This design comes from an exercise in tuning for small area and a short achievable clock period on the open sky130 flow, not from production work.
At most, simulation tests tie the RTL to the original design; equivalence was not proved.
No activity file was given, so power comes from the tool's default toggle rates.

nickel:
## executeStage
module executeStage (
    input  logic                         clk_i,
    input  logic                         rst_n_i,
    input  logic                         stall_i,
    input  logic                         bubble_i,
    input  logic [3:0]                   icode_i,
    input  logic [3:0]                   ifun_i,
    input  logic [2:0]                   stat_i,
    input  logic [y86Pkg::WORD_W-1:0]    valA_i,
    input  logic [y86Pkg::WORD_W-1:0]    valB_i,
    input  logic [y86Pkg::WORD_W-1:0]    valC_i,
    input  logic [3:0]                   dstE_i,
    input  logic [3:0]                   dstM_i,
    input  logic [3:0]                   srcA_i,      
    input  logic [3:0]                   srcB_i,
    output logic [3:0]                   icode_o,
    output logic [2:0]                   stat_o,
    output logic [y86Pkg::WORD_W-1:0]    valE_o,
    output logic [y86Pkg::WORD_W-1:0]    valA_o,
    output logic [3:0]                   dstE_o,
    output logic [3:0]                   dstM_o,
    output logic                         cnd_o
);
    logic                      eBubble;
    logic [3:0]                eIcode;
    logic [2:0]                eCfun;
    logic                      eSetCc;
    logic [2:0]                eStat;
    logic [y86Pkg::WORD_W-1:0] eValA;
    logic [y86Pkg::WORD_W-1:1] eOpX;
    logic [y86Pkg::WORD_W-1:1] eOpY;
    logic                      eSum0;
    logic                      eCarry1;
    logic                      eNoCarry;
    logic [3:0]                eDstE;
    logic [3:0]                eDstM;
    logic [y86Pkg::WORD_W-1:0] aluValE;
    logic                      eCnd;
    executeRegister u_executeRegister (
        .clk_i   (clk_i),   .rst_n_i (rst_n_i), .stall_i (stall_i), .bubble_i (bubble_i),
        .icode_i (icode_i), .ifun_i  (ifun_i),  .stat_i  (stat_i),
        .valA_i  (valA_i),  .valB_i  (valB_i),  .valC_i  (valC_i),
        .dstE_i  (dstE_i),  .dstM_i  (dstM_i),
        .bubble_o (eBubble),
  ...
For scale: about 1300 cells after synthesis, roughly 360 flip-flops, roughly 370 I/O pins, about 16000 sq um of cells after synthesis.
clock: 7.2 ns
lec_check: 0
cap_margin: 20
core_margin: 2
core_utilization: 40
slew_margin: 20
standard.sh (not shown) runs the stock make flow with config.mk's settings and CLKGATE_MAP_FILE= SYNTH_SCRIPT=/design/flow/synth_recipe.tcl, a recipe that flattens the netlist after the stock synthesis.
==> flow/flow/run.sh <==
#!/bin/bash
set -euo pipefail
export BUFFER_PORTS_ARGS="-buffer_cell sky130_fd_sc_hd__buf_1"
export CTS_BUF_LIST="sky130_fd_sc_hd__clkbuf_8 sky130_fd_sc_hd__clkbuf_16"
export CTS_CLUSTER_SIZE=24
export CTS_CLUSTER_DIAMETER=100
export SETUP_SLACK_MARGIN=4.2
bash standard.sh finish > make_finish.log 2>&1
Looking at the reports, nickel completed the entire flow and the layout it produced met the timing, design-rule and antenna checks.
Edits applied to the flow inputs when going from nickel to harbor:
--- a/flow/flow/run.sh
+++ b/flow/flow/run.sh
@@ -6,3 +6,3 @@
 export CTS_CLUSTER_DIAMETER=100
-export SETUP_SLACK_MARGIN=4.2
+export SETUP_SLACK_MARGIN=4.3
 bash standard.sh finish > make_finish.log 2>&1
[summary]
Compared with nickel, harbor shows final hold slack higher by 8.5 ps.
Between nickel and harbor, the cell area is lower for nickel.
Cmp nickel and harbor / final cell count / higher: harbor
Against nickel, wire length in harbor came out worse.
From nickel to harbor the numbers moved as follows: fmax went down by 7.3 MHz; minimum clock period after layout went up by 62 ps; combinational cell fraction of total power went up by 0.6 points.
A endpoint of the most critical setup path of u_executeRegister.opY_o[63] is what harbor shows, while u_executeRegister.sum0_o belongs to nickel.
nickel → harbor: sequential power ~0 delta, delay of the slowest critical-path stage -50 ps, global-route wire length before repair +about 2%.
For onyx, these inputs were changed with respect to harbor:
==> flow/flow/run.sh <==
#!/bin/bash
set -euo pipefail
export BUFFER_PORTS_ARGS="-buffer_cell sky130_fd_sc_hd__buf_1"
export CTS_BUF_LIST="sky130_fd_sc_hd__clkbuf_4 sky130_fd_sc_hd__clkbuf_8"
export CTS_CLUSTER_SIZE=16
export CTS_CLUSTER_DIAMETER=100
export SETUP_SLACK_MARGIN=4.2
bash standard.sh finish > make_finish.log 2>&1
==> notes.md <==
Going from harbor to onyx, the overall routed net length was found to have gone down by 2.1%. harbor reports its capture point of the critical path as u_executeRegister.opY_o[63] while onyx reports u_memoryRegister.valE_o[45]. onyx against harbor: final critical-path required period decreased by 27 ps relative to the old numbers, fmax increased by about 0.9% relative to the old numbers, pin count of the biggest net entering global routing increased by 4 relative to the old numbers. The lower total power came out of onyx.
For juniper, these inputs were changed with respect to onyx:
# onyx
export LEC_CHECK = 0
export CAP_MARGIN = 20
export CORE_MARGIN = 2
export CORE_UTILIZATION = 40
export SLEW_MARGIN = 20
create_clock -name core_clock -period 7.2 [get_ports {clk_i}]
# juniper
export LEC_CHECK = 0
export CAP_MARGIN = 20
export CORE_MARGIN = 2
export CORE_UTILIZATION = 60
export SLEW_MARGIN = 20
create_clock -name core_clock -period 7.2 [get_ports {clk_i}]
==> flow/flow/run.sh <==
#!/bin/bash
set -euo pipefail
export BUFFER_PORTS_ARGS="-buffer_cell sky130_fd_sc_hd__buf_1"
export CTS_BUF_LIST="sky130_fd_sc_hd__clkbuf_8 sky130_fd_sc_hd__clkbuf_16"
export CTS_CLUSTER_SIZE=24
export CTS_CLUSTER_DIAMETER=100
export SETUP_SLACK_MARGIN=4.2
bash standard.sh finish > make_finish.log 2>&1
### Flow results
Going from onyx to juniper, the clock distribution area overhead in the final layout was found to have gone up by 0.25 points. The number of synthesized flops with an enable pin on juniper is in line with that on onyx. Re core utilization: onyx was lower than juniper. juniper vs onyx — cell count dropped 197.

========
Setup of wip/sierra:
executeStage, a different RTL version from the one above (not shown whole).
Size: ~360 flip-flops.
Settings: LEC_CHECK=0, ABC_AREA=1, CAP_MARGIN=20, CORE_MARGIN=2, CORE_UTILIZATION=40, SLEW_MARGIN=20; clock period 7.2 ns.
==> flow/flow/run.sh <==
#!/bin/bash
set -euo pipefail
export BUFFER_PORTS_ARGS="-buffer_cell sky130_fd_sc_hd__buf_1"
export CTS_BUF_LIST="sky130_fd_sc_hd__clkbuf_8 sky130_fd_sc_hd__clkbuf_16"
export CTS_CLUSTER_SIZE=24
export CTS_CLUSTER_DIAMETER=100
export SETUP_SLACK_MARGIN=4.7
bash standard.sh finish > make_finish.log 2>&1
wip/sierra ran to completion and came out clean on the timing, design-rule and antenna checks.
#### Input delta (wip/yarrow over wip/sierra)
-- flow/flow/run.sh --
<<< wip/sierra, line 5
export CTS_CLUSTER_SIZE=24
export CTS_CLUSTER_DIAMETER=100
export SETUP_SLACK_MARGIN=4.7
bash standard.sh finish > make_finish.log 2>&1
>>> wip/yarrow, line 5
export CTS_CLUSTER_SIZE=24
export CTS_CLUSTER_DIAMETER=100
export SETUP_SLACK_MARGIN=4.6
bash standard.sh finish > make_finish.log 2>&1
==> notes.md <==
No stage failed in wip/yarrow, and the final checks on the layout all came back clean. Compared with wip/sierra, in wip/yarrow worst ir drop on vdd has decreased, total power per unit cell area now sits higher. Taking wip/sierra as the reference point, the required time at the worst-slack endpoint of wip/yarrow falls by 0.09 ns. On wip/yarrow: final core area utilization is 2.5 points lower than what wip/sierra gave. Diff wip/sierra -> wip/yarrow | maximum fanout count along the critical path | increase of 26.
Function was not checked in any run of this note: the RTL went through the layout flow alone.

========
executeStage, a different RTL version from the one above (not shown whole).
Size: ~1300 cells after synthesis, roughly 360 flip-flops, about 15000 um^2 of cells after synthesis.
export LEC_CHECK = 0
export CAP_MARGIN = 20
export CORE_MARGIN = 2
export CORE_UTILIZATION = 40
export SLEW_MARGIN = 20
create_clock -name core_clock -period 7.2 [get_ports {clk_i}]
==> flow/flow/run.sh <==
#!/bin/bash
set -euo pipefail
export BUFFER_PORTS_ARGS="-buffer_cell sky130_fd_sc_hd__buf_1"
export CTS_BUF_LIST="sky130_fd_sc_hd__clkbuf_8 sky130_fd_sc_hd__clkbuf_16"
export CTS_CLUSTER_SIZE=24
export CTS_CLUSTER_DIAMETER=100
export SETUP_SLACK_MARGIN=4.1
bash standard.sh finish > make_finish.log 2>&1
The baseline ran to the end with no violations.
Then changed:
--- a/flow/flow/run.sh
+++ b/flow/flow/run.sh
@@ -5,4 +5,4 @@
 export CTS_CLUSTER_SIZE=24
 export CTS_CLUSTER_DIAMETER=100
-export SETUP_SLACK_MARGIN=4.1
+export SETUP_SLACK_MARGIN=4.3
 bash standard.sh finish > make_finish.log 2>&1
After rerunning:
- power increases by 0.67%
- setup slack gains 0.11 ns
- worst hold slack loses 0.015 ns
- design area increases by 1.9%
- synthesized cell count stays the same
Then changed:
--- a/flow/flow/run.sh
+++ b/flow/flow/run.sh
@@ -5,4 +5,4 @@
 export CTS_CLUSTER_SIZE=24
 export CTS_CLUSTER_DIAMETER=100
-export SETUP_SLACK_MARGIN=4.3
+export SETUP_SLACK_MARGIN=4.2
 bash standard.sh finish > make_finish.log 2>&1
Maximum frequency falls by 2.6%. Worst setup slack gets worse by 0.078 ns. Design area is lower by about 0.8%.
No run of this note included a check of the RTL's function; only the layout flow was run.

========
executeStage, a different RTL version from the one above (not shown whole).
For scale: roughly 1700 cells after synthesis, about 360 flip-flops, roughly 370 I/O pins, ~16000 um2 of cells after synthesis.
clock: 7.2 ns
lec_check: 0
abc_area: 1
cap_margin: 20
core_margin: 2
core_utilization: 40
slew_margin: 20
==> flow/flow/run.sh <==
#!/bin/bash
set -euo pipefail
export BUFFER_PORTS_ARGS="-buffer_cell sky130_fd_sc_hd__buf_1"
export CTS_BUF_LIST="sky130_fd_sc_hd__clkbuf_8 sky130_fd_sc_hd__clkbuf_16"
export CTS_CLUSTER_SIZE=24
export CTS_CLUSTER_DIAMETER=100
export SETUP_SLACK_MARGIN=4.6
bash standard.sh finish > make_finish.log 2>&1
The starting point ran to the end with no violations.
Then changed:
==> flow/flow/run.sh (replaced) <==
#!/bin/bash
set -euo pipefail
export BUFFER_PORTS_ARGS="-buffer_cell sky130_fd_sc_hd__buf_1"
export CTS_BUF_LIST="sky130_fd_sc_hd__clkbuf_8 sky130_fd_sc_hd__clkbuf_16"
export CTS_CLUSTER_SIZE=20
export CTS_CLUSTER_DIAMETER=100
export SETUP_SLACK_MARGIN=4.65
bash standard.sh finish > make_finish.log 2>&1
Outcome: Hold slack barely changes. Cell count hardly moves. Design area grows by about 0.7%.
Then changed:
==> flow/flow/run.sh (replaced) <==
#!/bin/bash
set -euo pipefail
export BUFFER_PORTS_ARGS="-buffer_cell sky130_fd_sc_hd__buf_1"
export CTS_BUF_LIST="sky130_fd_sc_hd__clkbuf_8 sky130_fd_sc_hd__clkbuf_16"
export CTS_CLUSTER_SIZE=24
export CTS_CLUSTER_DIAMETER=100
export SETUP_SLACK_MARGIN=4.7
bash standard.sh finish > make_finish.log 2>&1
Outcome:
- total power falls by 0.70%
- register-to-register slack got worse by 0.04 ns
- die area stays the same
- cell count rises by 0.54%
- wire length falls by 0.98%
- clock skew is about the same

-- separate check: timing with driven ports --
Ports are ideal in the flow. The routed layouts listed here were re-timed in OpenROAD.
Step 1, drivers: a clkbuf_16 drives clk_i and a buf_2 each remaining input, both assumed.
Step 2, shift: input delay + t, output delay - t, t = (earliest + latest rising clock arrival at the registers) / 2. This alone moves slack from input paths to output paths.
a / b / c = ideal ports / drivers / drivers and shift; a / b = the first two.
run	shift t [ns]	setup slack, ns	clock arrival spread, ns
nickel	0.573	4.308 / 4.312 / 3.760	0.027 / 0.028
harbor	0.575	4.246 / 4.252 / 3.678	0.025 / 0.025
onyx	0.662	4.273 / 4.273 / 3.660	0.029 / 0.028
juniper	0.557	4.275 / 4.275 / 3.761	0.026 / 0.026
wip/sierra	0.581	4.660 / 4.657 / 4.085	0.037 / 0.038
wip/yarrow	0.573	4.595 / 4.563 / 4.032	0.044 / 0.043
the first run of note 3	0.576	4.156 / 4.175 / 3.599	0.026 / 0.026
the second run of note 3	0.584	4.269 / 4.269 / 3.721	0.024 / 0.024
the third run of note 3	0.583	4.191 / 4.191 / 3.679	0.023 / 0.023
the first run of note 4	0.595	4.637 / 4.587 / 4.073	0.033 / 0.033
the second run of note 4	0.593	4.646 / 4.615 / 4.073	0.020 / 0.021
the third run of note 4	0.589	4.665 / 4.661 / 4.084	0.021 / 0.021
After both steps setup and hold are still met in every run listed. For onyx, which loses most, drivers alone change the setup slack by 0.000 ns; drivers and shift together by -0.613 ns.
